What follows belongs to an exercise in optimizing a design on an open flow for small area, a short achievable clock period and few clock cycles; a production flow would make more cautious choices. The RTL was checked by simulation tests, not by an equivalence proof against the original design.

## flow/design.v (module list and top-level ports; edited modules follow where they fit)
// module dot8: 1610 lines
// module fa1: 10 lines
// module hex_seg: 28 lines
// module minilab_top: 63 lines
module minilab_top (
  input  logic        CLOCK_50,
  input  logic        KEY,
  input  logic [9:0]  SW,
  output logic        LEDR,
  output logic [6:0]  HEX0,
  output logic [6:0]  HEX1,
  output logic [6:0]  HEX2,
  output logic [6:0]  HEX3,
  output logic [6:0]  HEX4,
  output logic [6:0]  HEX5,
  output logic        mem_read,
  output logic [31:0] mem_address,
  input  logic [63:0] mem_readdata,
  input  logic        mem_readdatavalid,
  input  logic        mem_waitrequest
);
  // ...
==> flow/run.sh <==
#!/bin/bash
# synth_recipe.tcl (not shown) runs the flow's synth.tcl, then flattens the netlist and writes it again
# the make line also repeats each setting of config.mk as NAME=value (left out here)
make -C /OpenROAD-flow-scripts/flow DESIGN_CONFIG=/design/flow/config.mk WORK_HOME=/design/flow/orfs CLKGATE_MAP_FILE= SYNTH_SCRIPT=/design/flow/synth_recipe.tcl finish
==> flow/config.mk <==
export PLATFORM = sky130hd
export DESIGN_NAME = minilab_top
export DESIGN_NICKNAME = minilab_top
export VERILOG_FILES = /design/flow/design.v
export SDC_FILE = /design/flow/constraint.sdc
export NUM_CORES = 4
export LEC_CHECK = 0
export CAP_MARGIN = 20
export CORE_MARGIN = 2
export CORE_UTILIZATION = 40
export SLEW_MARGIN = 20
export SYNTH_HIERARCHICAL = 1
==> flow/constraint.sdc <==
create_clock -name core_clock -period 8.0 [get_ports {CLOCK_50}]
set_input_delay 1.6000 -clock core_clock [delete_from_list [all_inputs] [get_ports {CLOCK_50}]]
set_output_delay 1.6000 -clock core_clock [all_outputs]
set_load 0.01 [all_outputs]
==> flow_summary.toml, run 1 <==
[outcome]
run_status = "no timing/DRC/antenna violations"

[finish]
max_flop_register = "res"
layout.filler_cells = 5523
multiInputGateArea_sq_um = 15300
design_area_sq_um = 26940
layout_common_cells = "533 x sky130_fd_sc_hd__nand2_1, 486 x sky130_fd_sc_hd__fa_1, 216 x sky130_fd_sc_hd__edfxtp_1, 117 x sky130_fd_sc_hd__clkdlybuf4s50_1, 70 x sky130_fd_sc_hd__mux2i_1"
final_common_cell = "sky130_fd_sc_hd__nand2_1"
n_antenna_cell = 0

[synthesis]
ys_ff_latch = 295
commonest_cells_in_the_synthesized_netlist = "533 x sky130_fd_sc_hd__nand2_1, 486 x sky130_fd_sc_hd__fa_1, 216 x sky130_fd_sc_hd__edfxtp_1"
synth.mux.area_fraction_pct = 3.305
post_synth_and_or_nand_nor_area_fraction_pct = 10.59
synth_edf_count = 216

[min_path]
min_path_cells = 1

[clock_tree]
cts_root_buffer = "sky130_fd_sc_hd__clkbuf_16"
number_of_buffers_on_the_longest_clock_path = 3
cts_setup_buffers = 0
worstSkewPairLatency_ps = 550
cts_hold_buf = 0

[worst_setup_path]
critical_path.reg2reg.endpoint = "res[3][18]"
critical_path.max_stage_delay_ps = 770
timing.reg2reg.worst_path_depth = 13

[global_routing]
grt_start_max_net_pins = 65
busiest_layer = "met2"
first_global_vias = 16466

[sta]
period_minus_slack_ps = 6669

[placed_design]
preCtsSetupSlack_ps = 1327

[drt]
drt_iter0_markers = 977
drt_wl_total_um = 65530
met2RoutedLength_um = 33340

[power_and_ir_drop]
Testbench counts, summed over its fixed seeds: cycles 2,661.
==> run 2: changes to the inputs <==
--- a/flow/config.mk
+++ b/flow/config.mk
@@ -5,8 +5,10 @@
 export SDC_FILE = /design/flow/constraint.sdc
 export NUM_CORES = 4
 export LEC_CHECK = 0
+export ABC_CLOCK_PERIOD_IN_PS = 4700
 export CAP_MARGIN = 20
 export CORE_MARGIN = 2
 export CORE_UTILIZATION = 40
+export SETUP_SLACK_MARGIN = 3.3
 export SLEW_MARGIN = 20
 export SYNTH_HIERARCHICAL = 1
==> run 2 against run 1 <==
Effect of this change:
- hold slack better by 9.2 ps
- highest routed layer unchanged
- largest cell class unchanged
- still clean
- critical path type unchanged
- clock skew up 18 ps
- critical path depth up 3
- wire length up 8.0%
==> flow_summary.toml, run 2 <==
[synthesis]
synth.most_common_cell = "sky130_fd_sc_hd__nand2_1"
synthArstFlopShare_pct = 4.407
post_synthesis_compound_gate_area_fraction_pct = 4.718
synth-adder-area-share_pct = 42.62
yosys_warnings = 12
syn_inst = 1928
synth_top_family_by_area = "adder cells"
avgSynthCellArea_sq_um = 12.59
netlist.top_cell.by_area = "sky130_fd_sc_hd__fa_1"
synth_top_cells_by_area = "sky130_fd_sc_hd__fa_1 40%, sky130_fd_sc_hd__edfxtp_1 27%, sky130_fd_sc_hd__nand2_1 8.2%, sky130_fd_sc_hd__dfxtp_1 5.4%, sky130_fd_sc_hd__mux2i_1 2.9%"
synth_edf_count = 216
post_synth_and_or_nand_nor_area_fraction_pct = 10.59
synth_xor_area_share_pct = 0.7941
netlist-cell-type-count = 55
ys_ff_latch = 295
netlist.area_leader.share_pct = 40.10
post_synthesis_sequential_area_ratio_pct = 33.52
commonest_cells_in_the_synthesized_netlist = "533 x sky130_fd_sc_hd__nand2_1, 486 x sky130_fd_sc_hd__fa_1, 216 x sky130_fd_sc_hd__edfxtp_1"
mappedNetlistArea_sq_um = 24260
synth_top_flop_cell = "sky130_fd_sc_hd__edfxtp_1"
synth.mux.area_fraction_pct = 3.305

[worst_setup_path]
timing.reg2reg.worst_path_depth = 14
worstSetupEndpoint = "HEX4[1]"
worstSetupStartpointType = "primary input"
reg2reg_slack_ps = 3330
critical_path_peak_fanout = 8
critPathKind = "in -> out"
timing.critical_path.from = "SW[1]"
critical_path.reg2reg.endpoint = "res[0][17]"
timing.critical_path.to_type = "output pin"
critPathArrivalTime_ps = 3530
timing.rr.start = "u_dot.r899"
worst-endpoint-required_ps = 6400

[drt]
routed-via-count = 15595
drc_errors = 0
detail_route.wl_per_cell_um = 24.47
vias_per_cell = 5.392
drt_iter0_markers = 1114
drt-pass1-iter-count = 6
detail-route-antenna-nets = 0
drt_wl_total_um = 70760

[placed_design]
detailedPlacementHpwl_um = 53050
place.port_buffers = 118
post-place-cells = 2717
placed_cell_area_sq_um = 26150
finalWeightedCongestion = 0.9209

[min_path]
min_path_cells = 1
worstHoldPathType = "reg -> reg"

[global_routing]
antenna_found_initial = 0
overflow = 0
grt_usage_pct = 22.87
global_route_wire_length_before_repair_um = 106700
grt_start_max_net_pins = 65
first_global_vias = 17382

[floorplan]
die_height_um = 250.3
dieArea_sq_um = 62650
coreArea_sq_um = 60130
die_x_um = 250.3
starting_density_pct = 40.35
io-pin-count = 154
floorplan.rows = 90

[sta]
min_period_over_period_pct = 64.14
setup_viol = 0
relSlewSlack_pct = 33.41
unrepaired_setup_endpoints_after_global_routing = "yes"
setup_tns_ps = 0
period_minus_slack_ps = 5131
worst_max_slew_pin_slew_ps = 998.9
finalHoldViolations = 0
clock-skew-final_ps = 32.27
slew_viol_final = 0
max_freq_ghz = 0.1949

[clock_tree]
clock_transition_at_the_registers_of_the_reported_paths_ps = 60
clock_sinks = 295
tritoncts = "built"
h-tree-depth = 2
number_of_buffers_on_the_longest_clock_path = 3
cts_root_buffer = "sky130_fd_sc_hd__clkbuf_16"
cts_hold_buf = 0
worstSkewPairLatency_ps = 560
total_cts_buffers = 34

[outcome]
run_status = "no timing/DRC/antenna violations"

[finish]
design_area_sq_um = 29130
layout.filler_cells = 5213
area_growth_pct = 20.07
stdcell_count = 2892
post_route_cells_drive_above_1_share_pct = 24.41
max_flop_register = "res"
final_common_cell = "sky130_fd_sc_hd__nand2_1"
largest_register_ff_count = 152
n_antenna_cell = 0
final_core_util_pct = 48.45
nNetsFinal = 2698
layout_common_cells = "524 x sky130_fd_sc_hd__nand2_1, 445 x sky130_fd_sc_hd__fa_1, 216 x sky130_fd_sc_hd__edfxtp_1, 70 x sky130_fd_sc_hd__buf_4, 66 x sky130_fd_sc_hd__mux2i_1"
layout_top_registers = "res x152, b_q x64"

[flow_run]
cap_violations = 0
==> run 2: cell types whose count changed in the layout (fill, tap and decap cells not counted), sizes merged, moves of 3 or more <==
cell,before,now
buf,16,161
clkbuf,45,102
clkdlybuf4s15,0,8
clkdlybuf4s50,117,15
inv,46,43
==> run 2: how the worst min path moves through the flow <==
| stage | start | end | slack [ps] |
|---|---|---|---|
| 6_report | rsp_cnt[3] | rsp_cnt[3] | 490 |
| 4_1_cts | rsp_cnt[3] | rsp_cnt[3] | 500 |
| 5_1_grt | rsp_cnt[3] | rsp_cnt[3] | 520 |
| 3_5_place_dp | done | done | 480 |
| 2_1_floorplan | rsp_cnt[3] | rsp_cnt[3] | 450 |
| 3_3_place_gp | rsp_cnt[3] | rsp_cnt[3] | 470 |
==> run 2: Yosys stat by module, one instance, submodules excluded <==
module       cell area, sq um  times used
minilab_top              8626           1
dot8                     4243           1
hex_seg                 277.8           6
fa1                     20.02         486
==> run 2: timing repair <==
action	4_1_cts	5_1_grt
buffers inserted	79	21
hold endpoints to repair	0	0
gates resized for setup	448	163
cloned	13	1
pin swaps	71	51
setup endpoints to repair	132	96
==> run 2: critical path, stage by stage <==
cell	delay, ps
sky130_fd_sc_hd__buf_8	100
sky130_fd_sc_hd__buf_12	140
sky130_fd_sc_hd__buf_4	140
sky130_fd_sc_hd__nand2b_4	100
sky130_fd_sc_hd__buf_12	140
sky130_fd_sc_hd__o221ai_2	130
sky130_fd_sc_hd__a21oi_4	270
sky130_fd_sc_hd__inv_2	110
sky130_fd_sc_hd__ha_4	300
sky130_fd_sc_hd__nand2b_4	50
sky130_fd_sc_hd__a21boi_2	140
sky130_fd_sc_hd__o211ai_1	140
sky130_fd_sc_hd__buf_2	150
==> run 2: cell families after synthesis <==
family | after synthesis
xor gates and xnor gates | 22
buffers and inverters | 225
adders and majority gates | 535
DFF | 295
muxes | 78
and+or+nand+nor | 630
other | 1
AOI/OAI and AO/OA | 142
==> run 2: stage by stage <==
step,worst slack [ps],hold WS (ps)
3_5_place_dp,1401,484.9
5_1_grt,2819,521.0
4_1_cts,2899,496.3
3_3_place_gp,1457,465.9
6_report,2869,487.5
2_1_floorplan,3152,446.6
==> run 2: cell type report <==
type / count / area, sq um / area share, %
Multi-Input combinational cell: 1470 / 16570 / 56.86
Sequential cell: 295 / 8134 / 27.92
Timing Repair Buffer: 241 / 2113 / 7.254
Clock buffer: 48 / 997.2 / 3.423
Tap cell: 782 / 978.4 / 3.358
Inverter: 43 / 219.0 / 0.7516
Clock inverter: 13 / 126.4 / 0.4338
==> run 2: routing by layer <==
layer	GRT usage [%]	share of wire [%]	wire length [um]
met1	29.58	40	28300
met2	39.60	50	35430
met3	3.814	6.9	4892
met4	6.758	3.0	2137
met5	0	0	0
==> module minilab_top, before the edit <==
module minilab_top (
  input  logic        CLOCK_50,
  input  logic        KEY,
  input  logic [9:0]  SW,
  output logic        LEDR,
  output logic [6:0]  HEX0,
  output logic [6:0]  HEX1,
  output logic [6:0]  HEX2,
  output logic [6:0]  HEX3,
  output logic [6:0]  HEX4,
  output logic [6:0]  HEX5,
  output logic        mem_read,
  output logic [31:0] mem_address,
  input  logic [63:0] mem_readdata,
  input  logic        mem_readdatavalid,
  input  logic        mem_waitrequest
);
  localparam int RW = 19;
  logic [3:0]  rd_cnt;     
  logic [3:0]  rsp_cnt;    
  logic        row_vld;    
  logic [2:0]  row_idx;
  logic [63:0] b_q;
  logic        done;
  logic [RW-1:0] res [8];
  assign mem_read    = (rd_cnt != 4'd9);
  assign mem_address = {28'd0, rd_cnt};
  always_ff @(posedge CLOCK_50 or negedge KEY) begin
    if (!KEY) begin
      rd_cnt  <= '0;
      rsp_cnt <= '0;
      row_vld <= 1'b0;
      row_idx <= '0;
      done    <= 1'b0;
    end else begin
      if (mem_read && !mem_waitrequest) rd_cnt <= rd_cnt + 4'd1;
      if (mem_readdatavalid) rsp_cnt <= rsp_cnt + 4'd1;
      row_vld <= mem_readdatavalid && (rsp_cnt != 4'd0);
      row_idx <= 3'(rsp_cnt - 4'd1);
      if (row_vld && row_idx == 3'd7) done <= 1'b1;
    end
  end
  always_ff @(posedge CLOCK_50) begin
    if (mem_readdatavalid && rsp_cnt == 4'd0) b_q <= mem_readdata;
  end
  logic [RW-1:0] dot;
  dot8 u_dot (.clk(CLOCK_50), .a(mem_readdata), .b(b_q), .y(dot));
  always_ff @(posedge CLOCK_50) begin
    for (int i = 0; i < 8; i++)
      if (row_vld && row_idx == 3'(i)) res[i] <= dot;
  end
  assign LEDR = done;
  logic [RW-1:0] sel;
  logic          show;
  assign sel  = res[SW[3:1]];
  assign show = done && SW[0];
  hex_seg u_h0 (.nib(sel[3:0]),          .show(show), .seg(HEX0));
  hex_seg u_h1 (.nib(sel[7:4]),          .show(show), .seg(HEX1));
  hex_seg u_h2 (.nib(sel[11:8]),         .show(show), .seg(HEX2));
  hex_seg u_h3 (.nib(sel[15:12]),        .show(show), .seg(HEX3));
  hex_seg u_h4 (.nib({1'b0, sel[18:16]}), .show(show), .seg(HEX4));
  hex_seg u_h5 (.nib(4'h0),              .show(show), .seg(HEX5));
endmodule
==> run 3: changes to the inputs <==
--- a/flow/design.v
+++ b/flow/design.v
@@ -1701,14 +1701,19 @@
       if (row_vld && row_idx == 3'(i)) res[i] <= dot;
   end
   assign LEDR = done;
+  logic [7:0]    oh;
   logic [RW-1:0] sel;
   logic          show;
-  assign sel  = res[SW[3:1]];
+  always_comb begin
+    for (int r = 0; r < 8; r++) oh[r] = (SW[3:1] == 3'(r));
+    sel = '0;
+    for (int r = 0; r < 8; r++) sel = sel | (res[r] & {RW{oh[r]}});
+  end
   assign show = done && SW[0];
-  hex_seg u_h0 (.nib(sel[3:0]),          .show(show), .seg(HEX0));
-  hex_seg u_h1 (.nib(sel[7:4]),          .show(show), .seg(HEX1));
-  hex_seg u_h2 (.nib(sel[11:8]),         .show(show), .seg(HEX2));
-  hex_seg u_h3 (.nib(sel[15:12]),        .show(show), .seg(HEX3));
+  hex_seg u_h0 (.nib(sel[3:0]),           .show(show), .seg(HEX0));
+  hex_seg u_h1 (.nib(sel[7:4]),           .show(show), .seg(HEX1));
+  hex_seg u_h2 (.nib(sel[11:8]),          .show(show), .seg(HEX2));
+  hex_seg u_h3 (.nib(sel[15:12]),         .show(show), .seg(HEX3));
   hex_seg u_h4 (.nib({1'b0, sel[18:16]}), .show(show), .seg(HEX4));
-  hex_seg u_h5 (.nib(4'h0),              .show(show), .seg(HEX5));
+  assign HEX5 = show ? 7'b1000000 : 7'b1111111;
 endmodule
--- a/flow/config.mk
+++ b/flow/config.mk
@@ -5,7 +5,7 @@
 export SDC_FILE = /design/flow/constraint.sdc
 export NUM_CORES = 4
 export LEC_CHECK = 0
-export ABC_CLOCK_PERIOD_IN_PS = 4700
+export ABC_CLOCK_PERIOD_IN_PS = 1500
 export CAP_MARGIN = 20
 export CORE_MARGIN = 2
 export CORE_UTILIZATION = 40
==> run 3 against run 2 <==
Effect of this change:
- die area fell by 1.1%
- still clean on timing, DRC and antenna
- non-clock buffer count fell by 34
- highest routed layer is now met5
- worst setup slack improved by 57 ps
- synthesized cell count fell by 6.2%
- wire length fell by 3.6%
- utilization fell by 1.2 points
- cell area fell by 4.1%
- final cell count fell by 6.4%
- via count fell by 6.2%
==> flow_summary.toml, run 3 <==
[outcome]
run_status = "no timing/DRC/antenna violations"

[worst_setup_path]
worstSetupStartpointType = "primary input"
critical_path.max_stage_delay_ps = 480
worst-endpoint-required_ps = 6400
critPathArrivalTime_ps = 3470
cpMaxStageDelayCell = "sky130_fd_sc_hd__mux4_2"
timing.reg2reg.worst_path_depth = 14
crit_chain = "buf_16, buf_6, mux4_2, mux2_4, inv_4, ha_4, nand2b_4, a21boi_2, o211ai_1, buf_2"
critPathKind = "in -> out"
critical_path.reg2reg.endpoint = "res[4][17]"
reg2reg_slack_ps = 3390
timing.critical_path.to_type = "output pin"
critical_path_peak_fanout = 6
timing.rr.start = "u_dot.r899"

[finish]
area_growth_pct = 16.46
multiInputGateArea_sq_um = 15680
max_flop_register = "res"
nNetsFinal = 2515
layout.filler_cells = 5122
layout_common_cells = "522 x sky130_fd_sc_hd__nand2_1, 446 x sky130_fd_sc_hd__fa_1, 216 x sky130_fd_sc_hd__edfxtp_1, 65 x sky130_fd_sc_hd__dfxtp_1, 56 x sky130_fd_sc_hd__buf_4"
final_common_cell = "sky130_fd_sc_hd__nand2_1"
largest_register_ff_count = 152
post_route_cells_drive_above_1_share_pct = 23.58
layout_top_registers = "res x152, b_q x64"
final_core_util_pct = 47.24
n_antenna_cell = 0
register_area_sq_um = 8134

[global_routing]
overflow = 0
grt_use_met2_pct = 38.92
grt_use_met1_pct = 27.21
busiest_layer = "met2"
global_route_wire_length_before_repair_um = 102400
grt_usage_pct = 22.34
antenna_found_initial = 1
globalRouteMet3Util_pct = 5.266
grt_start_max_net_pins = 65
first_global_vias = 16322

[sta]
finalHoldViolations = 0
setup_tns_ps = 0
slew_viol_final = 0
clock-skew-final_ps = 22.32
max_freq_ghz = 0.1971
relSlewSlack_pct = 38.33
min_period_over_period_pct = 63.42
worst_hold_slack_ps = 488.6
period_minus_slack_ps = 5074
unrepaired_setup_endpoints_after_global_routing = "yes"
worst_max_slew_pin_slew_ps = 925.0
setup_viol = 0

[synthesis]
syn_inst = 1808
post_synth_and_or_nand_nor_area_fraction_pct = 9.828
netlist.area_leader.share_pct = 40.56
synth_top_family_by_area = "adder cells"
post_synthesis_sequential_area_ratio_pct = 33.91
post_synthesis_compound_gate_area_fraction_pct = 2.525
mappedNetlistArea_sq_um = 23990
synthArstFlopShare_pct = 4.407
synth-adder-area-share_pct = 42.81
avgSynthCellArea_sq_um = 13.27
synth_top_flop_cell = "sky130_fd_sc_hd__edfxtp_1"
synth_edf_count = 216
synth_top_cells_by_area = "sky130_fd_sc_hd__fa_1 41%, sky130_fd_sc_hd__edfxtp_1 27%, sky130_fd_sc_hd__nand2_1 8.3%, sky130_fd_sc_hd__dfxtp_1 5.5%, sky130_fd_sc_hd__mux4_2 2.5%"
yosys_warnings = 12
netlist-cell-type-count = 53
synth_xor_area_share_pct = 0.7668
commonest_cells_in_the_synthesized_netlist = "529 x sky130_fd_sc_hd__nand2_1, 486 x sky130_fd_sc_hd__fa_1, 216 x sky130_fd_sc_hd__edfxtp_1"
synth.most_common_cell = "sky130_fd_sc_hd__nand2_1"
synth.mux.area_fraction_pct = 5.879
ys_ff_latch = 295
netlist.top_cell.by_area = "sky130_fd_sc_hd__fa_1"

[clock_tree]
h-tree-depth = 2
cts_root_buffer = "sky130_fd_sc_hd__clkbuf_16"
tritoncts = "built"
clock_transition_at_the_registers_of_the_reported_paths_ps = 60
worstSkewPairLatency_ps = 560
cts_hold_buf = 0
number_of_buffers_on_the_longest_clock_path = 3
clock_sinks = 295
total_cts_buffers = 34

[floorplan]
coreArea_sq_um = 59130
dieArea_sq_um = 61940
io-pin-count = 154
floorplan.rows = 89
die_height_um = 248.9
starting_density_pct = 40.56
die_x_um = 248.9

[min_path]
hold_start = "rsp_cnt[3]"
worst_hold_path.endpoint = "rsp_cnt[3]"
worstHoldPathType = "reg -> reg"
min_path_cells = 1

[placed_design]
finalWeightedCongestion = 0.9300
detailedPlacementHpwl_um = 52530
place.port_buffers = 118

[drt]
drt_iter0_markers = 972
routed-via-count = 14633
drt_wl_total_um = 68190
drt-pass1-iter-count = 5
drc_errors = 0
detail_route.wl_per_cell_um = 25.19
vias_per_cell = 5.406
detail-route-antenna-nets = 0

[flow_run]
cap_violations = 0
## run 3: cell types whose count changed after synthesis, sizes merged, moves of 17 or more
cell    delta
a211oi    -17
mux2      +18
mux2i     -54
mux4      +37
nor3b     -17
o22a      -17
o22ai     -17
## run 3: what timing repair did
item                                   CTS  global route
setup buffers                           51            20
setup endpoints to repair              131            93
pin swaps                               28            19
cloned                                   6             0
endpoints found under the hold margin    0             0
resized for setup                      385            82
## run 3: area by class of cell
type,count,area share [%]
Inverter,38,0.7032
Clock inverter,11,0.3762
Tap cell,773,3.462
Timing Repair Buffer,207,6.750
Multi-Input combinational cell,1332,56.12
Sequential cell,295,29.12
Clock buffer,51,3.467
## run 3: per-module statistics from Yosys, one instance, submodules excluded
| module | flops+latches | cells | times used |
|---|---|---|---|
| dot8 | 66 | 781 | 1 |
| minilab_top | 229 | 376 | 1 |
| hex_seg | 0 | 33 | 5 |
| fa1 | 0 | 1 | 486 |
## run 3: logic make-up (layout without fill, tap and decap cells)
family | after synthesis | after routing
AOI/OAI and AO/OA | 72 | 72
xor gates and xnor gates | 21 | 21
adders and majority gates | 529 | 529
buffers and inverters | 215 | 307
DFF | 295 | 295
muxes | 79 | 80
other | 2 | 35
and+or+nand+nor | 595 | 595
## run 3: worst max-delay path: cells and delay by family
kind,cells,cell delay [ps]
buf+inv,4,510
simple gates,1,60
mux,2,840
compound gates,2,230
fa+ha+maj,1,210
## run 3: how the worst max path moves through the flow
stage | start | endpoint | slack (ps)
after floorplan | SW[1] | HEX0[1] | 3090
after global placement | SW[1] | HEX0[1] | 1790
after detailed placement | SW[1] | HEX0[2] | 1740
after CTS | SW[1] | HEX1[1] | 2920
after global routing | SW[1] | HEX3[1] | 2860
final | SW[1] | HEX3[1] | 2930
## run 3: per-stage QoR
| stage | instances | setup slack, ps | cell area [sq um] |
|---|---|---|---|
| after detailed placement | 2568 | 1737 | 25840 |
| after floorplan | 1841 | 3094 | 24570 |
| after CTS | 2687 | 2921 | 27770 |
| after global placement | 2568 | 1788 | 25840 |
| final | 2707 | 2926 | 27930 |
| after global routing | 2707 | 2858 | 27930 |
## run 3: per-layer routing
layer	up-vias	part of all wire, %	wire length, um
li1	5998	-	-
met1	7781	38	25720
met2	685	50	34360
met3	167	8.3	5665
met4	2	3.6	2428
met5	-	0.023	16
Testbench counts of run 3, summed over its fixed seeds: cycles 2,661.
==> run 4: changes to the inputs <==
--- a/flow/config.mk
+++ b/flow/config.mk
@@ -5,7 +5,7 @@
 export SDC_FILE = /design/flow/constraint.sdc
 export NUM_CORES = 4
 export LEC_CHECK = 0
-export ABC_CLOCK_PERIOD_IN_PS = 1500
+export ABC_CLOCK_PERIOD_IN_PS = 4700
 export CAP_MARGIN = 20
 export CORE_MARGIN = 2
 export CORE_UTILIZATION = 40
==> run 4 against run 3 <==
Effect of this change:
- still clean
- sequential cell count did not move
- clock skew did not move
- critical path depth did not move
- worst setup slack did not move
- utilization did not move
- maximum frequency did not move
- via count did not move
- critical path type unchanged
- highest routed layer unchanged
==> flow_summary.toml, run 4 <==
[outcome]
run_status = "no timing/DRC/antenna violations"

[clock_tree]
h-tree-depth = 2
worstSkewPairLatency_ps = 560
clock_sinks = 295
total_cts_buffers = 34
number_of_buffers_on_the_longest_clock_path = 3
cts_root_buffer = "sky130_fd_sc_hd__clkbuf_16"
tritoncts = "built"
cts_hold_buf = 0
clock_transition_at_the_registers_of_the_reported_paths_ps = 60

[min_path]
min_path_cells = 1
worst_hold_path.endpoint = "rsp_cnt[3]"
hold_start = "rsp_cnt[3]"
worstHoldPathType = "reg -> reg"

[synthesis]
mappedNetlistArea_sq_um = 23990
syn_inst = 1808
yosys_warnings = 12
commonest_cells_in_the_synthesized_netlist = "529 x sky130_fd_sc_hd__nand2_1, 486 x sky130_fd_sc_hd__fa_1, 216 x sky130_fd_sc_hd__edfxtp_1"
synth_top_flop_cell = "sky130_fd_sc_hd__edfxtp_1"
netlist-cell-type-count = 53
post_synthesis_compound_gate_area_fraction_pct = 2.525
synthArstFlopShare_pct = 4.407
netlist.top_cell.by_area = "sky130_fd_sc_hd__fa_1"
synth_xor_area_share_pct = 0.7668
avgSynthCellArea_sq_um = 13.27
synth_top_cells_by_area = "sky130_fd_sc_hd__fa_1 41%, sky130_fd_sc_hd__edfxtp_1 27%, sky130_fd_sc_hd__nand2_1 8.3%, sky130_fd_sc_hd__dfxtp_1 5.5%, sky130_fd_sc_hd__mux4_2 2.5%"
synth-adder-area-share_pct = 42.81
netlist.area_leader.share_pct = 40.56
synth_edf_count = 216
post_synthesis_sequential_area_ratio_pct = 33.91
synth.most_common_cell = "sky130_fd_sc_hd__nand2_1"
synth_top_family_by_area = "adder cells"
post_synth_and_or_nand_nor_area_fraction_pct = 9.828
synth.mux.area_fraction_pct = 5.879
ys_ff_latch = 295

[global_routing]
grt_use_met2_pct = 38.92
grt_start_max_net_pins = 65
grt_usage_pct = 22.34
antenna_found_initial = 1
first_global_vias = 16322
global_route_wire_length_before_repair_um = 102400
grt_use_met1_pct = 27.21
busiest_layer = "met2"
overflow = 0
globalRouteMet3Util_pct = 5.266

[drt]
drc_errors = 0
routed-via-count = 14633
detail_route.wl_per_cell_um = 25.19
drt_iter0_markers = 972
detail-route-antenna-nets = 0
drt_wl_total_um = 68190
vias_per_cell = 5.406
drt-pass1-iter-count = 5

[flow_run]
cap_violations = 0

[placed_design]
place.port_buffers = 118
preCtsSetupSlack_ps = 1737
detailedPlacementHpwl_um = 52530
finalWeightedCongestion = 0.9300

[finish]
register_area_sq_um = 8134
post_route_cells_drive_above_1_share_pct = 23.58
layout_top_registers = "res x152, b_q x64"
layout.filler_cells = 5122
max_flop_register = "res"
final_common_cell = "sky130_fd_sc_hd__nand2_1"
layout_common_cells = "522 x sky130_fd_sc_hd__nand2_1, 446 x sky130_fd_sc_hd__fa_1, 216 x sky130_fd_sc_hd__edfxtp_1, 65 x sky130_fd_sc_hd__dfxtp_1, 56 x sky130_fd_sc_hd__buf_4"
area_growth_pct = 16.46
n_antenna_cell = 0
multiInputGateArea_sq_um = 15680
nNetsFinal = 2515
largest_register_ff_count = 152

[worst_setup_path]
worst-endpoint-required_ps = 6400
timing.reg2reg.worst_path_depth = 14
worstSetupStartpointType = "primary input"
crit_chain = "buf_16, buf_6, mux4_2, mux2_4, inv_4, ha_4, nand2b_4, a21boi_2, o211ai_1, buf_2"
cpMaxStageDelayCell = "sky130_fd_sc_hd__mux4_2"
critical_path_peak_fanout = 6
critPathArrivalTime_ps = 3470
timing.rr.start = "u_dot.r899"
timing.critical_path.to_type = "output pin"
reg2reg_slack_ps = 3390
critical_path.max_stage_delay_ps = 480
critPathKind = "in -> out"
critical_path.reg2reg.endpoint = "res[4][17]"

[sta]
setup_tns_ps = 0
unrepaired_setup_endpoints_after_global_routing = "yes"
clock-skew-final_ps = 22.32
relSlewSlack_pct = 38.33
period_minus_slack_ps = 5074
worst_max_slew_pin_slew_ps = 925.0
post-route-worst-setup-slack_ps = 2926
min_period_over_period_pct = 63.42
slew_viol_final = 0
setup_viol = 0
worst_hold_slack_ps = 488.6
max_freq_ghz = 0.1971
finalHoldViolations = 0

[floorplan]
die_x_um = 248.9
die_height_um = 248.9
coreArea_sq_um = 59130
io-pin-count = 154
floorplan.rows = 89
dieArea_sq_um = 61940
starting_density_pct = 40.56
## run 4: cell counts after synthesis
No cell type changed its count.
## run 4: cell families (layout without fill, tap and decap cells)
kind of cell,Yosys count,after routing
compound gates,72,72
xor+xnor,21,21
fa+ha+maj,529,529
buf+inv,215,307
flops,295,295
mux,79,80
other cells,2,35
simple gates,595,595
## run 4: metal layers
| metal | share of wire, % | up-vias |
|---|---|---|
| met3 | 8.3 | 167 |
| met2 | 50 | 685 |
| met1 | 38 | 7781 |
| met4 | 3.6 | 2 |
| met5 | 0.023 | - |
| li1 | - | 5998 |
## run 4: cell type report
class	count	share of cell area [%]
multi-input cells	1332	56.12
repair buffers	207	6.750
inverters	38	0.7032
clock buffers	51	3.467
flip-flops and latches	295	29.12
well taps	773	3.462
clock inverters	11	0.3762
## run 4: worst max-delay path by stage
stage	from	end	slack, ps
floorplan	SW[1]	HEX0[1]	3090
global placement	SW[1]	HEX0[1]	1790
detailed placement	SW[1]	HEX0[2]	1740
CTS	SW[1]	HEX1[1]	2920
global route	SW[1]	HEX3[1]	2860
finish	SW[1]	HEX3[1]	2930
## run 4: metrics by stage
step / instances / utilization (%) / area [sq um]
global placement: 2568 / 43.71 / 25840
floorplan: 1841 / - / 24570
global route: 2707 / 47.24 / 27930
finish: 2707 / 47.24 / 27930
detailed placement: 2568 / 43.71 / 25840
CTS: 2687 / 46.96 / 27770
## run 4: per-module statistics from Yosys (local to each module, per instance)
module | cells | copies in the design | flip-flops and latches | area, sq um
dot8 | 781 | 1 | 66 | 4243
fa1 | 1 | 486 | 0 | 20.02
hex_seg | 33 | 5 | 0 | 277.8
minilab_top | 376 | 1 | 229 | 8625
## run 4: repair_timing
item | in CTS | in global routing
endpoints found under the setup margin | 131 | 93
pin swaps | 28 | 19
gates cloned | 6 | 0
buffers inserted | 51 | 20
resized for setup | 385 | 82
## run 4: worst max-delay path, delay by kind of cell
kind / cells / cell delay [ps]
simple gates: 1 / 60
fa+ha+maj: 1 / 210
compound gates: 2 / 230
buf+inv: 4 / 510
mux: 2 / 840
==> run 5: changes to the inputs <==
--- a/flow/design.v
+++ b/flow/design.v
@@ -1670,10 +1670,9 @@
   logic [3:0]  rd_cnt;     
   logic [3:0]  rsp_cnt;    
   logic        row_vld;    
-  logic [2:0]  row_idx;
-  logic [63:0] b_q;
+  logic [63:0] b_q;        
   logic        done;
-  logic [RW-1:0] res [8];
+  logic [RW-1:0] res [7];
   assign mem_read    = (rd_cnt != 4'd9);
   assign mem_address = {28'd0, rd_cnt};
   always_ff @(posedge CLOCK_50 or negedge KEY) begin
@@ -1681,24 +1680,22 @@
       rd_cnt  <= '0;
       rsp_cnt <= '0;
       row_vld <= 1'b0;
-      row_idx <= '0;
-      done    <= 1'b0;
     end else begin
       if (mem_read && !mem_waitrequest) rd_cnt <= rd_cnt + 4'd1;
       if (mem_readdatavalid) rsp_cnt <= rsp_cnt + 4'd1;
       row_vld <= mem_readdatavalid && (rsp_cnt != 4'd0);
-      row_idx <= 3'(rsp_cnt - 4'd1);
-      if (row_vld && row_idx == 3'd7) done <= 1'b1;
     end
   end
+  assign done = (rsp_cnt == 4'd9) && !row_vld;
+  logic [RW-1:0] dot;
+  dot8 u_dot (.clk(CLOCK_50), .a(mem_readdata), .b(b_q), .y(dot));
   always_ff @(posedge CLOCK_50) begin
     if (mem_readdatavalid && rsp_cnt == 4'd0) b_q <= mem_readdata;
+    else if (row_vld && rsp_cnt == 4'd9) b_q[RW-1:0] <= dot;
   end
-  logic [RW-1:0] dot;
-  dot8 u_dot (.clk(CLOCK_50), .a(mem_readdata), .b(b_q), .y(dot));
   always_ff @(posedge CLOCK_50) begin
-    for (int i = 0; i < 8; i++)
-      if (row_vld && row_idx == 3'(i)) res[i] <= dot;
+    for (int i = 0; i < 7; i++)
+      if (row_vld && rsp_cnt == 4'(i + 2)) res[i] <= dot;
   end
   assign LEDR = done;
   logic [7:0]    oh;
@@ -1707,7 +1704,8 @@
   always_comb begin
     for (int r = 0; r < 8; r++) oh[r] = (SW[3:1] == 3'(r));
     sel = '0;
-    for (int r = 0; r < 8; r++) sel = sel | (res[r] & {RW{oh[r]}});
+    for (int r = 0; r < 7; r++) sel = sel | (res[r] & {RW{oh[r]}});
+    sel = sel | (b_q[RW-1:0] & {RW{oh[7]}});
   end
   assign show = done && SW[0];
   hex_seg u_h0 (.nib(sel[3:0]),           .show(show), .seg(HEX0));
--- a/flow/config.mk
+++ b/flow/config.mk
@@ -9,6 +9,6 @@
 export CAP_MARGIN = 20
 export CORE_MARGIN = 2
 export CORE_UTILIZATION = 40
-export SETUP_SLACK_MARGIN = 3.3
+export SETUP_SLACK_MARGIN = 3.0
 export SLEW_MARGIN = 20
 export SYNTH_HIERARCHICAL = 1
==> run 5 against run 4 <==
Effect of this change:
- hold slack improved by 16 ps
- highest routed layer is now met4
- critical path type unchanged
- register-to-register slack got worse by 320 ps
- still clean on timing, DRC and antenna
- utilization shrank 0.80 points
- cell area down 3.7%
- first-iteration DRC count up 10%
- wire length rose by 2.2%
==> flow_summary.toml, run 5 <==
[clock_tree]
total_cts_buffers = 30
h-tree-depth = 1
cts_root_buffer = "sky130_fd_sc_hd__clkbuf_16"
clock_sinks = 272
cts_hold_buf = 0
worstSkewPairLatency_ps = 610
number_of_buffers_on_the_longest_clock_path = 3
clock_transition_at_the_registers_of_the_reported_paths_ps = 50
tritoncts = "built"

[finish]
layout_top_registers = "res x133, b_q x64"
register_area_sq_um = 7462
n_antenna_cell = 0
area_growth_pct = 14.16
layout_common_cells = "527 x sky130_fd_sc_hd__nand2_1, 478 x sky130_fd_sc_hd__fa_1, 197 x sky130_fd_sc_hd__edfxtp_1, 66 x sky130_fd_sc_hd__dfxtp_1, 46 x sky130_fd_sc_hd__buf_4"
post_route_cells_drive_above_1_share_pct = 17.54
final_core_util_pct = 46.44
layout.filler_cells = 5141
multiInputGateArea_sq_um = 15630
final_common_cell = "sky130_fd_sc_hd__nand2_1"
nNetsFinal = 2486
max_flop_register = "res"
largest_register_ff_count = 133
design_area_sq_um = 26890

[sta]
period_minus_slack_ps = 5173
clock-skew-final_ps = 32.94
unrepaired_setup_endpoints_after_global_routing = "yes"
relSlewSlack_pct = 33.39
max_freq_ghz = 0.1933
worst_hold_slack_ps = 504.4
min_period_over_period_pct = 64.67
setup_viol = 0
setup_tns_ps = 0
worst_max_slew_pin_slew_ps = 999.1
slew_viol_final = 0
finalHoldViolations = 0

[global_routing]
global_route_wire_length_before_repair_um = 103500
antenna_found_initial = 1
overflow = 0
first_global_vias = 16015
grt_usage_pct = 23.38
grt_start_max_net_pins = 66

[drt]
drc_errors = 0
drt_iter0_markers = 1072
detail-route-antenna-nets = 0
detail_route.wl_per_cell_um = 26.16
routed-via-count = 14574
drt_wl_total_um = 69700
drt-pass1-iter-count = 5
vias_per_cell = 5.471

[synthesis]
ys_ff_latch = 272
synth_top_family_by_area = "adder cells"
post_synth_and_or_nand_nor_area_fraction_pct = 10.08
post_synthesis_compound_gate_area_fraction_pct = 2.603
synth-adder-area-share_pct = 43.69
synth_edf_count = 197
avgSynthCellArea_sq_um = 13.04
synth.mux.area_fraction_pct = 6.798
netlist.area_leader.share_pct = 41.30
synth.most_common_cell = "sky130_fd_sc_hd__nand2_1"
yosys_warnings = 12
synthArstFlopShare_pct = 3.309
netlist.top_cell.by_area = "sky130_fd_sc_hd__fa_1"
synth_xor_area_share_pct = 0.7436
mappedNetlistArea_sq_um = 23560
netlist-cell-type-count = 55
post_synthesis_sequential_area_ratio_pct = 31.68
synth_top_cells_by_area = "sky130_fd_sc_hd__fa_1 41%, sky130_fd_sc_hd__edfxtp_1 25%, sky130_fd_sc_hd__nand2_1 8.4%, sky130_fd_sc_hd__dfxtp_1 5.6%, sky130_fd_sc_hd__mux4_2 2.8%"
commonest_cells_in_the_synthesized_netlist = "529 x sky130_fd_sc_hd__nand2_1, 486 x sky130_fd_sc_hd__fa_1, 197 x sky130_fd_sc_hd__edfxtp_1"
synth_top_flop_cell = "sky130_fd_sc_hd__edfxtp_1"
syn_inst = 1807

[worst_setup_path]
cpMaxStageDelayCell = "sky130_fd_sc_hd__mux4_2"
critical_path.max_stage_delay_ps = 490
timing.critical_path.max_delay_family = "multiplexers"
critical_path_peak_fanout = 7
timing.critical_path.to_type = "output pin"
worst-endpoint-required_ps = 6400
crit_chain = "buf_16, buf_16, mux4_2, mux2_4, inv_4, ha_4, nand2b_4, a21boi_2, o211ai_1, buf_2"
worstSetupStartpointType = "primary input"
timing.critical_path.buf_inv = 4
critPathMostFrequentCell = "sky130_fd_sc_hd__buf_16"
critPathKind = "in -> out"
critPathArrivalTime_ps = 3570

[floorplan]
floorplan.rows = 88
die_height_um = 246.7
die_x_um = 246.7
coreArea_sq_um = 57920
starting_density_pct = 40.68
io-pin-count = 154
dieArea_sq_um = 60850

[outcome]
run_status = "no timing/DRC/antenna violations"

[flow_run]
cap_violations = 0

[placed_design]
place.port_buffers = 118
finalWeightedCongestion = 0.9640
placed_cell_area_sq_um = 25020
detailedPlacementHpwl_um = 53760

[min_path]
worstHoldPathType = "reg -> reg"
-- run 5: cell types whose count changed in the layout (fill, tap and decap cells not counted), moves of 7 or more --
cell / before / now
sky130_fd_sc_hd__buf_4: 56 / 46
sky130_fd_sc_hd__buf_6: 19 / 10
sky130_fd_sc_hd__clkbuf_1: 13 / 6
sky130_fd_sc_hd__clkbuf_2: 30 / 6
sky130_fd_sc_hd__clkdlybuf4s15_2: 29 / 1
sky130_fd_sc_hd__dlygate4sd2_1: 3 / 35
sky130_fd_sc_hd__dlymetal6s2s_1: 0 / 24
sky130_fd_sc_hd__edfxtp_1: 216 / 197
sky130_fd_sc_hd__fa_1: 446 / 478
sky130_fd_sc_hd__fa_2: 40 / 8
sky130_fd_sc_hd__mux2_2: 2 / 24
-- run 5: layout make-up --
type	count	share of cell area (%)
Clock inverter	14	0.5071
Multi-Input combinational cell	1352	58.10
Timing Repair Buffer	184	6.476
Sequential cell	272	27.75
Inverter	37	0.6281
Tap cell	765	3.559
Clock buffer	40	2.982
-- run 5: final timing paths --
| path | startpoint | end | slack, ps | cells after the start |
|---|---|---|---|---|
| setup / recovery | SW[1] | HEX1[1] | 2830 | 10 |
| hold / removal | rd_cnt[3] | rd_cnt[3] | 500 | 1 |
| setup reg to reg | u_dot.r899 | b_q[17] | 3070 | 14 |
| hold reg to reg | rd_cnt[3] | rd_cnt[3] | 500 | 1 |
| max in group asynchronous | KEY | rd_cnt[3] | 6410 | 1 |
| min in group asynchronous | KEY | rsp_cnt[0] | 1290 | 1 |
-- run 5: worst reg2reg max path, delay by kind of cell, from the launching register on --
family                     cells  cell delay [ps]
AOI/OAI and AO/OA              2              480
and+or+nand+nor                2              470
DFF                            1              320
xor gates and xnor gates       1              170
adders and majority gates      8             3010
muxes                          1              260
-- run 5: routing by layer --
layer / GRT usage, % / vias to the layer above / share of wire (%)
li1: - / 5919 / -
met1: 30.52 / 7854 / 40
met2: 39.04 / 663 / 49
met3: 5.275 / 138 / 8.2
met4: 7.140 / 0 / 3.1
met5: 0 / - / 0
-- run 5: stage by stage --
step                      setup WS (ps)  instances
after global routing               2791       2664
after global placement             1663       2550
final                              2827       2664
after floorplan                    2984       1840
after CTS                          2870       2648
after detailed placement           1620       2550
-- run 5: cell families (layout without fill, tap and decap cells) --
kind of cell | after synthesis | count (layout)
buffers and inverters | 217 | 275
and+or+nand+nor | 595 | 595
other | 2 | 35
AOI/OAI and AO/OA | 73 | 73
muxes | 97 | 98
DFF | 272 | 272
adders and majority gates | 531 | 531
xor gates and xnor gates | 20 | 20
-- run 5: modules after synthesis, one instance, submodules excluded --
module | flip-flops and latches | cells
dot8 | 66 | 781
fa1 | 0 | 1
hex_seg | 0 | 33
minilab_top | 206 | 375
-- run 5: timing repair --
action	4_1_cts	5_1_grt
gates cloned	5	0
buffers inserted	39	16
resized for setup	264	68
pin swaps	17	22
endpoints found under the setup margin	100	56
Testbench counts of run 5, summed over its fixed seeds: cycles 2,661.
==> run 6: changes to the inputs <==
--- a/flow/config.mk
+++ b/flow/config.mk
@@ -9,6 +9,6 @@
 export CAP_MARGIN = 20
 export CORE_MARGIN = 2
 export CORE_UTILIZATION = 40
-export SETUP_SLACK_MARGIN = 3.0
+export SETUP_SLACK_MARGIN = 3.3
 export SLEW_MARGIN = 20
 export SYNTH_HIERARCHICAL = 1
==> run 6 against run 5 <==
Effect of this change:
- clock skew rose by 2.9 ps
- synthesized cell count stayed put
- critical path depth shrank 1
- cell area grew 0.84%
- sequential cell count is the same
- first-iteration DRC count is 3.2% lower
- global-route usage decreased by 0.77 points
- utilization is 0.39 points higher
- worst setup slack gained 79 ps
==> flow_summary.toml, run 6 <==
[outcome]
run_status = "no timing/DRC/antenna violations"

[floorplan]
die_height_um = 246.7
die_x_um = 246.7
starting_density_pct = 40.68
io-pin-count = 154
dieArea_sq_um = 60850
coreArea_sq_um = 57920
floorplan.rows = 88

[finish]
max_flop_register = "res"
n_antenna_cell = 0
layout.filler_cells = 5177
layout_common_cells = "524 x sky130_fd_sc_hd__nand2_1, 446 x sky130_fd_sc_hd__fa_1, 197 x sky130_fd_sc_hd__edfxtp_1, 65 x sky130_fd_sc_hd__dfxtp_1, 57 x sky130_fd_sc_hd__buf_4"
final_common_cell = "sky130_fd_sc_hd__nand2_1"
post_route_cells_drive_above_1_share_pct = 24.33
nNetsFinal = 2500
area_growth_pct = 15.12
largest_register_ff_count = 133
final_core_util_pct = 46.83
layout_top_registers = "res x133, b_q x64"

[drt]
drt_wl_total_um = 67140
detail-route-antenna-nets = 0
drt-pass1-iter-count = 5
routed-via-count = 14354
vias_per_cell = 5.356
drc_errors = 0
detail_route.wl_per_cell_um = 25.05
drt_iter0_markers = 1038

[synthesis]
netlist-cell-type-count = 55
ys_ff_latch = 272
synth_top_flop_cell = "sky130_fd_sc_hd__edfxtp_1"
synth_top_cells_by_area = "sky130_fd_sc_hd__fa_1 41%, sky130_fd_sc_hd__edfxtp_1 25%, sky130_fd_sc_hd__nand2_1 8.4%, sky130_fd_sc_hd__dfxtp_1 5.6%, sky130_fd_sc_hd__mux4_2 2.8%"
synth_edf_count = 197
synthArstFlopShare_pct = 3.309
avgSynthCellArea_sq_um = 13.04
synth.most_common_cell = "sky130_fd_sc_hd__nand2_1"
netlist.area_leader.share_pct = 41.30
post_synthesis_sequential_area_ratio_pct = 31.68
syn_inst = 1807
commonest_cells_in_the_synthesized_netlist = "529 x sky130_fd_sc_hd__nand2_1, 486 x sky130_fd_sc_hd__fa_1, 197 x sky130_fd_sc_hd__edfxtp_1"
mappedNetlistArea_sq_um = 23560
netlist.top_cell.by_area = "sky130_fd_sc_hd__fa_1"
yosys_warnings = 12

[global_routing]
grt_usage_pct = 22.61
first_global_vias = 16195
overflow = 0
antenna_found_initial = 0
grt_start_max_net_pins = 66
global_route_wire_length_before_repair_um = 101400

[placed_design]
detailedPlacementHpwl_um = 52970
finalWeightedCongestion = 0.9712
place.port_buffers = 118

[worst_setup_path]
timing.critical_path.to_type = "output pin"
critPathArrivalTime_ps = 3490
worstSetupEndpoint = "HEX3[4]"
timing.critical_path.from = "SW[1]"
timing.rr.start = "u_dot.r899"
reg2reg_slack_ps = 3050
critical_path.reg2reg.endpoint = "b_q[17]"
worst-endpoint-required_ps = 6400
critical_path_peak_fanout = 7
timing.reg2reg.worst_path_depth = 15
critPathKind = "in -> out"
worstSetupStartpointType = "primary input"

[sta]
clock-skew-final_ps = 35.80
setup_tns_ps = 0
setup_viol = 0
period_minus_slack_ps = 5094
unrepaired_setup_endpoints_after_global_routing = "yes"
min_period_over_period_pct = 63.68
max_freq_ghz = 0.1963
finalHoldViolations = 0
worst_max_slew_pin_slew_ps = 1070
slew_viol_final = 0
relSlewSlack_pct = 28.61

[clock_tree]
cts_hold_buf = 0
h-tree-depth = 1
number_of_buffers_on_the_longest_clock_path = 3
tritoncts = "built"
clock_transition_at_the_registers_of_the_reported_paths_ps = 60
clock_sinks = 272
total_cts_buffers = 30
cts_root_buffer = "sky130_fd_sc_hd__clkbuf_16"
worstSkewPairLatency_ps = 610

[flow_run]
cap_violations = 0

[min_path]
worstHoldPathType = "reg -> reg"
[run 6: cell types whose count changed in the layout (fill, tap and decap cells not counted), sizes merged]
cell / delta
clkbuf: +38
dlygate4sd2: -34
dlymetal6s2s: -24
buf: +19
clkdlybuf4s15: +15
clkinv: +7
inv: -2
bufbuf: -1
bufinv: -1
clkdlybuf4s18: +1
clkdlybuf4s50: -1
mux2: -1
[run 6: cell families (layout without fill, tap and decap cells)]
family                   Yosys count  in the layout  synth area share (%)
AO/OA/AOI/OAI                     73             73                 2.603
XOR/XNOR                          20             20                0.7436
multiplexers                      97             97                 6.798
buffers and inverters            217            292                 4.376
flip-flops                       272            272                 31.68
AND/OR/NAND/NOR                  595            595                 10.08
other                              2             35               0.03188
adder cells (fa/ha/maj)          531            531                 43.69
[run 6: layout make-up]
cell class | count | area [sq um] | area share (%)
tap | 765 | 957.2 | 3.529
multi-input combinational | 1351 | 15930 | 58.75
timing repair buffer | 199 | 1637 | 6.035
clock inverter | 18 | 118.9 | 0.4383
inverter | 37 | 178.9 | 0.6597
clock buffer | 38 | 832.0 | 3.068
sequential | 272 | 7463 | 27.52
[run 6: how the worst min path moves through the flow]
stage / start / slack, ps / end / cells after the start
2_1_floorplan: rsp_cnt[0] / 510 / rsp_cnt[0] / 1
3_3_place_gp: rd_cnt[3] / 490 / rd_cnt[3] / 1
3_5_place_dp: rd_cnt[3] / 510 / rd_cnt[3] / 1
4_1_cts: rd_cnt[3] / 520 / rd_cnt[3] / 1
5_1_grt: rd_cnt[3] / 540 / rd_cnt[3] / 1
6_report: rd_cnt[3] / 520 / rd_cnt[3] / 1
[run 6: per-module statistics from Yosys, one instance, submodules excluded]
module,cells inside,times used
dot8,781,1
fa1,1,486
hex_seg,33,5
minilab_top,375,1
[run 6: critical path, stage by stage]
cell	delay, ps
sky130_fd_sc_hd__buf_16	120
sky130_fd_sc_hd__buf_12	130
sky130_fd_sc_hd__mux4_2	500
sky130_fd_sc_hd__mux2_4	340
sky130_fd_sc_hd__ha_2	200
sky130_fd_sc_hd__mux2_2	270
sky130_fd_sc_hd__nand2_2	80
sky130_fd_sc_hd__o311ai_4	70
sky130_fd_sc_hd__buf_2	170
[run 6: per-layer routing]
metal | track usage, % | vias up | wire length (um)
met1 | 29.78 | 7649 | 27670
met3 | 5.296 | 126 | 5181
met5 | 0 | - | 0
li1 | - | 5953 | -
met2 | 38.12 | 626 | 32490
met4 | 5.120 | 0 | 1796
[run 6: what timing repair did]
item / 4_1_cts / 5_1_grt
gates resized for setup: 323 / 123
gates cloned: 3 / 1
pin swaps: 17 / 24
endpoints found under the setup margin: 130 / 92
buffers inserted: 48 / 21
[run 6: through the flow]
step,cells,cell area (sq um),setup slack (ps),hold WS [ps]
5_1_grt,2680,27120,2823,544.6
3_3_place_gp,2551,25380,1803,494.8
3_5_place_dp,2551,25380,1754,508.2
2_1_floorplan,1840,24180,3091,509.4
6_report,2680,27120,2906,515.1
4_1_cts,2658,26910,2876,516.8
==> run 7: changes to the inputs <==
--- a/flow/config.mk
+++ b/flow/config.mk
@@ -8,7 +8,7 @@
 export ABC_CLOCK_PERIOD_IN_PS = 4700
 export CAP_MARGIN = 20
 export CORE_MARGIN = 2
-export CORE_UTILIZATION = 40
+export CORE_UTILIZATION = 70
 export SETUP_SLACK_MARGIN = 3.3
 export SLEW_MARGIN = 20
 export SYNTH_HIERARCHICAL = 1
==> run 7 against run 6 <==
Effect of this change:
- still clean on timing, DRC and antenna
- maximum frequency is 3.4% lower
- final cell count decreased by 11%
- synthesized area is the same
- utilization rose by 34 points
- non-clock buffer count up 15
- synthesized cell count unchanged
- highest routed layer unchanged
==> flow_summary.toml, run 7 <==
[floorplan]
coreArea_sq_um = 33360
die_height_um = 187.5
die_x_um = 187.5
floorplan.rows = 67
io-pin-count = 154
dieArea_sq_um = 35140
starting_density_pct = 70.61

[worst_setup_path]
critical_path.max_stage_delay_ps = 520
critPathKind = "in -> out"
timing.reg2reg.worst_path_depth = 15
worstSetupStartpointType = "primary input"
cpMaxStageDelayCell = "sky130_fd_sc_hd__mux4_2"
crit_chain = "buf_16, buf_12, mux4_2, mux2_4, inv_8, ha_4, mux2i_2, o211ai_2, buf_2"
critPathArrivalTime_ps = 3680
timing.critical_path.to_type = "output pin"
critical_path_peak_fanout = 8
worst-endpoint-required_ps = 6400

[finish]
layout_common_cells = "521 x sky130_fd_sc_hd__nand2_1, 445 x sky130_fd_sc_hd__fa_1, 197 x sky130_fd_sc_hd__edfxtp_1, 65 x sky130_fd_sc_hd__dfxtp_1, 57 x sky130_fd_sc_hd__buf_4"
final_common_cell = "sky130_fd_sc_hd__nand2_1"
largest_register_ff_count = 133
design_area_sq_um = 27130
n_antenna_cell = 0
layout_top_registers = "res x133, b_q x64"
area_growth_pct = 15.18
nNetsFinal = 2514
max_flop_register = "res"
post_route_cells_drive_above_1_share_pct = 24.91
final_core_util_pct = 81.32

[clock_tree]
cts_root_buffer = "sky130_fd_sc_hd__clkbuf_16"
number_of_buffers_on_the_longest_clock_path = 3
tritoncts = "built"
clock_sinks = 272
total_cts_buffers = 29
clock_transition_at_the_registers_of_the_reported_paths_ps = 60
h-tree-depth = 1
worstSkewPairLatency_ps = 570
cts_hold_buf = 0

[sta]
max_freq_ghz = 0.1895
unrepaired_setup_endpoints_after_global_routing = "yes"
setup_viol = 0
finalHoldViolations = 0
min_period_over_period_pct = 65.95
clock-skew-final_ps = 26.89
post-route-worst-setup-slack_ps = 2724
worst_max_slew_pin_slew_ps = 1187
relSlewSlack_pct = 20.31
period_minus_slack_ps = 5276
slew_viol_final = 0
setup_tns_ps = 0

[synthesis]
synth_top_cells_by_area = "sky130_fd_sc_hd__fa_1 41%, sky130_fd_sc_hd__edfxtp_1 25%, sky130_fd_sc_hd__nand2_1 8.4%, sky130_fd_sc_hd__dfxtp_1 5.6%, sky130_fd_sc_hd__mux4_2 2.8%"
avgSynthCellArea_sq_um = 13.04
synth.mux.area_fraction_pct = 6.798
post_synth_and_or_nand_nor_area_fraction_pct = 10.08
netlist.area_leader.share_pct = 41.30
synth.most_common_cell = "sky130_fd_sc_hd__nand2_1"
synth_top_flop_cell = "sky130_fd_sc_hd__edfxtp_1"
syn_inst = 1807
post_synthesis_compound_gate_area_fraction_pct = 2.603
netlist-cell-type-count = 55
synth-adder-area-share_pct = 43.69
yosys_warnings = 12
synth_edf_count = 197
commonest_cells_in_the_synthesized_netlist = "529 x sky130_fd_sc_hd__nand2_1, 486 x sky130_fd_sc_hd__fa_1, 197 x sky130_fd_sc_hd__edfxtp_1"
synthArstFlopShare_pct = 3.309
netlist.top_cell.by_area = "sky130_fd_sc_hd__fa_1"
mappedNetlistArea_sq_um = 23560
ys_ff_latch = 272
post_synthesis_sequential_area_ratio_pct = 31.68
synth_xor_area_share_pct = 0.7436
synth_top_family_by_area = "adder cells"

[drt]
drt_iter0_markers = 1631
detail_route.wl_per_cell_um = 29.41
drt_wl_total_um = 69840
routed-via-count = 15528
detail-route-antenna-nets = 0
vias_per_cell = 6.538
drt-pass1-iter-count = 9
drc_errors = 0

[placed_design]
preCtsSetupSlack_ps = 1868
place.port_buffers = 118
detailedPlacementHpwl_um = 50060
placed_cell_area_sq_um = 24980
finalWeightedCongestion = 0.9948

[global_routing]
busiest_layer = "met2"
grt_use_met2_pct = 68.00
antenna_found_initial = 0
overflow = 0
global_route_wire_length_before_repair_um = 100500
grt_use_met1_pct = 48.82
grt_start_max_net_pins = 46
first_global_vias = 17079
globalRouteMet3Util_pct = 6.979
grt_usage_pct = 39.24

[outcome]
run_status = "no timing/DRC/antenna violations"

[min_path]
worstHoldPathType = "reg -> reg"
min_path_cells = 1

[flow_run]
cap_violations = 0
## run 7: path summary, 6_finish.rpt
kind	endpoint	from	slack, ps
setup / recovery	HEX0[3]	SW[1]	2720
hold / removal	rd_cnt[3]	rd_cnt[3]	510
setup reg to reg	b_q[16]	u_dot.r899	3070
hold reg to reg	rd_cnt[3]	rd_cnt[3]	510
max in group asynchronous	rsp_cnt[2]	KEY	6230
min in group asynchronous	rd_cnt[0]	KEY	1410
## run 7: worst max-delay path, delay by kind of cell
kind,cells,cell delay (ps)
compound gates,1,140
fa+ha+maj,1,220
buf+inv,4,580
mux,3,1110
## run 7: cell families (layout without fill, tap and decap cells)
logic type | after synthesis | count (layout)
multiplexers | 97 | 97
XOR/XNOR | 20 | 20
buffers and inverters | 217 | 304
flip-flops | 272 | 272
AO/OA/AOI/OAI | 73 | 73
adder cells (fa/ha/maj) | 531 | 531
AND/OR/NAND/NOR | 595 | 595
other | 2 | 35
## run 7: what timing repair did
item | in CTS | in global routing
resized for setup | 330 | 151
pin swaps | 27 | 42
buffers inserted | 56 | 29
endpoints found under the setup margin | 119 | 103
gates cloned | 2 | 0
## run 7: per-module statistics from Yosys (local to each module, per instance)
module       cells  area (sq um)  copies in the design  flip-flops and latches
minilab_top    375          8197                     1                     206
dot8           781          4243                     1                      66
hex_seg         33         277.8                     5                       0
fa1              1         20.02                   486                       0
## run 7: layer usage
metal  up-vias  share of wire [%]
met4         0                5.9
met2      1128                 50
met3       313                8.8
met1      8102                 35
met5         -                  0
li1       5985                  -
## run 7: area by class of cell
cell class	instances	area [sq um]
Clock buffer	33	740.7
Fill cell	1821	6231
Inverter	37	203.9
Multi-Input combinational cell	1351	16090
Tap cell	448	560.5
Timing Repair Buffer	214	1844
Sequential cell	272	7463
Clock inverter	20	232.7
## run 7: through the flow
stage | std cells | hold WS, ps
6_report | 2375 | 513.4
5_1_grt | 2375 | 542.1
4_1_cts | 2345 | 515.4
3_5_place_dp | 2234 | 502.0
3_3_place_gp | 2234 | 494.2
2_1_floorplan | 1840 | 509.4
==> run 8: changes to the inputs <==
--- a/flow/config.mk
+++ b/flow/config.mk
@@ -8,7 +8,7 @@
 export ABC_CLOCK_PERIOD_IN_PS = 4700
 export CAP_MARGIN = 20
 export CORE_MARGIN = 2
-export CORE_UTILIZATION = 70
+export CORE_UTILIZATION = 60
 export SETUP_SLACK_MARGIN = 3.3
 export SLEW_MARGIN = 20
 export SYNTH_HIERARCHICAL = 1
==> run 8 against run 7 <==
Effect of this change:
- count of clock-buffer cells in the layout up 4
- worst setup slack better by 160 ps
- die area grew 16%
- via count fell by 5.5%
- critical endpoint is now HEX0[1]
==> flow_summary.toml, run 8 <==
[outcome]
run_status = "no timing/DRC/antenna violations"

[finish]
register_area_sq_um = 7463
final_common_cell = "sky130_fd_sc_hd__nand2_1"
layout.filler_cells = 2718
nNetsFinal = 2508
largest_register_ff_count = 133
layout_top_registers = "res x133, b_q x64"
multiInputGateArea_sq_um = 16050
max_flop_register = "res"
stdcell_count = 2441
layout_common_cells = "521 x sky130_fd_sc_hd__nand2_1, 446 x sky130_fd_sc_hd__fa_1, 197 x sky130_fd_sc_hd__edfxtp_1, 65 x sky130_fd_sc_hd__dfxtp_1, 57 x sky130_fd_sc_hd__buf_4"
post_route_cells_drive_above_1_share_pct = 25.12

[synthesis]
ys_ff_latch = 272
synthArstFlopShare_pct = 3.309
syn_inst = 1807
commonest_cells_in_the_synthesized_netlist = "529 x sky130_fd_sc_hd__nand2_1, 486 x sky130_fd_sc_hd__fa_1, 197 x sky130_fd_sc_hd__edfxtp_1"
synth_edf_count = 197
synth_top_cells_by_area = "sky130_fd_sc_hd__fa_1 41%, sky130_fd_sc_hd__edfxtp_1 25%, sky130_fd_sc_hd__nand2_1 8.4%, sky130_fd_sc_hd__dfxtp_1 5.6%, sky130_fd_sc_hd__mux4_2 2.8%"
avgSynthCellArea_sq_um = 13.04
mappedNetlistArea_sq_um = 23560
netlist-cell-type-count = 55

[global_routing]
grt_usage_pct = 33.04
first_global_vias = 16225
global_route_wire_length_before_repair_um = 98640

[flow_run]
cap_violations = 0

[sta]
min_period_over_period_pct = 63.95
setup_viol = 0
post-route-worst-setup-slack_ps = 2884
period_minus_slack_ps = 5116
setup_tns_ps = 0
unrepaired_setup_endpoints_after_global_routing = "yes"
slew_viol_final = 0
worst_max_slew_pin_slew_ps = 1111
relSlewSlack_pct = 25.43
max_freq_ghz = 0.1955
clock-skew-final_ps = 21.49

[min_path]
worstHoldPathType = "reg -> reg"
min_path_cells = 1
hold_start = "rd_cnt[3]"
worst_hold_path.endpoint = "rd_cnt[3]"

[worst_setup_path]
worstSetupStartpointType = "primary input"
critical_path_peak_fanout = 6
critical_path.max_stage_delay_ps = 490
critical_path.reg2reg.endpoint = "b_q[16]"
timing.critical_path.to_type = "output pin"
crit_chain = "buf_16, buf_4, mux4_2, mux2_4, inv_6, ha_4, nand2b_4, a21boi_2, o211ai_1, buf_2"
timing.rr.start = "u_dot.r899"
timing.reg2reg.worst_path_depth = 15
critPathKind = "in -> out"

[clock_tree]
worstSkewPairLatency_ps = 570
total_cts_buffers = 30
cts_root_buffer = "sky130_fd_sc_hd__clkbuf_16"
h-tree-depth = 1
clock_transition_at_the_registers_of_the_reported_paths_ps = 60

[drt]
routed-via-count = 14672
drt_iter0_markers = 1215
drt-pass1-iter-count = 7
detail_route.wl_per_cell_um = 26.74

[floorplan]
dieArea_sq_um = 40860
die_height_um = 202.2
io-pin-count = 154
starting_density_pct = 60.81
floorplan.rows = 72

[placed_design]
preCtsSetupSlack_ps = 1699
post-place-cells = 2306
place.port_buffers = 118
-- run 8: logic make-up (layout without fill, tap and decap cells) --
| group | Yosys count | after routing | synth area share [%] |
|---|---|---|---|
| other cells | 2 | 35 | 0.03188 |
| mux | 97 | 97 | 6.798 |
| xor+xnor | 20 | 20 | 0.7436 |
| flops | 272 | 272 | 31.68 |
| compound gates | 73 | 73 | 2.603 |
| simple gates | 595 | 595 | 10.08 |
| fa+ha+maj | 531 | 531 | 43.69 |
| buf+inv | 217 | 300 | 4.376 |
-- run 8: cell type report --
| cell class | instances | share of cell area (%) |
|---|---|---|
| Timing Repair Buffer | 207 | 6.291 |
| Inverter | 37 | 0.6697 |
| Sequential cell | 272 | 27.55 |
| Tap cell | 518 | 2.393 |
| Multi-Input combinational cell | 1351 | 59.25 |
| Clock buffer | 37 | 3.021 |
| Clock inverter | 19 | 0.8221 |
-- run 8: timing repair --
| action | in CTS | in global routing |
|---|---|---|
| hold buffers | 0 | 0 |
| endpoints found under the hold margin | 0 | 0 |
| pin swaps | 25 | 27 |
| gates cloned | 3 | 0 |
| gates resized for setup | 324 | 141 |
| setup endpoints to repair | 118 | 97 |
| setup buffers | 43 | 32 |
-- run 8: worst max path at each step --
stage               startpoint  endpoint  slack [ps]  cells after the start
finish                   SW[1]   HEX0[1]        2880                     10
CTS                      SW[1]   HEX1[1]        2910                     10
global placement         SW[1]   HEX1[1]        1750                     10
global route             SW[1]   HEX1[1]        2830                     10
floorplan                SW[1]   HEX4[1]        3090                      9
detailed placement       SW[1]   HEX1[1]        1700                     10
-- run 8: critical path: cells and delay by family --
family | cells | cell delay [ps]
multiplexers | 2 | 820
buffers and inverters | 4 | 500
AO/OA/AOI/OAI | 2 | 380
adder cells (fa/ha/maj) | 1 | 140
AND/OR/NAND/NOR | 1 | 50
-- run 8: Yosys stat by module (local to each module, per instance) --
module | cells inside | cell area (sq um)
hex_seg | 33 | 277.8
dot8 | 781 | 4243
fa1 | 1 | 20.02
minilab_top | 375 | 8197
-- run 8: metal layers --
layer	share of wire (%)	GRT usage (%)	vias up
li1	-	-	5974
met5	0	0	-
met4	3.8	11.55	0
met3	7.4	4.660	168
met2	50	56.21	723
met1	38	44.29	7807
-- run 8: per-stage QoR --
| step | area [sq um] | util [%] | hold slack (ps) |
|---|---|---|---|
| CTS | 26770 | 69.12 | 512.2 |
| global route | 27090 | 69.93 | 538.6 |
| finish | 27090 | 69.93 | 509.7 |
| detailed placement | 25090 | 64.76 | 493.6 |
| floorplan | 24180 | - | 509.4 |
| global placement | 25090 | 64.76 | 491.9 |

==> afterwards: timing with drivers on the ports <==
The flow's constraints put no driver on any port. The routed layouts listed below were extracted and timed again, unchanged, in two steps.
Step 1, drivers: a clkbuf_16 drives CLOCK_50 and a buf_2 each remaining input, both assumed.
Step 2 adds t to the input delays and takes it off the output delays; t is the mean of the earliest and latest rising clock arrival at the registers after step 1. Input paths then give back, and output paths get back, about the clock's delay inside the block.
Slacks: no drivers / after step 1 / after step 2; pairs: no drivers / after step 1.
| run | t, ns | slack for setup (ns) | clock arrival spread, ns | pins driven straight from the clock port |
|---|---|---|---|---|
| run 1 | 0.603 | 1.331 / 1.293 / 1.293 | 0.015 / 0.014 | 1 |
| run 2 | 0.601 | 2.869 / 2.786 / 2.741 | 0.033 / 0.033 | 1 |
| run 3 | 0.605 | 2.926 / 2.669 / 2.669 | 0.024 / 0.024 | 1 |
| run 4 | 0.605 | 2.926 / 2.669 / 2.669 | 0.024 / 0.024 | 1 |
| run 5 | 0.659 | 2.827 / 2.551 / 2.390 | 0.033 / 0.034 | 1 |
| run 6 | 0.648 | 2.906 / 2.668 / 2.668 | 0.037 / 0.036 | 1 |
| run 7 | 0.607 | 2.724 / 2.609 / 2.609 | 0.027 / 0.027 | 1 |
| run 8 | 0.617 | 2.884 / 2.629 / 2.629 | 0.023 / 0.024 | 1 |
After both steps setup and hold are still met in every run listed. For run 5, which loses most, drivers alone change the setup slack by -0.276 ns; drivers and shift together by -0.437 ns.
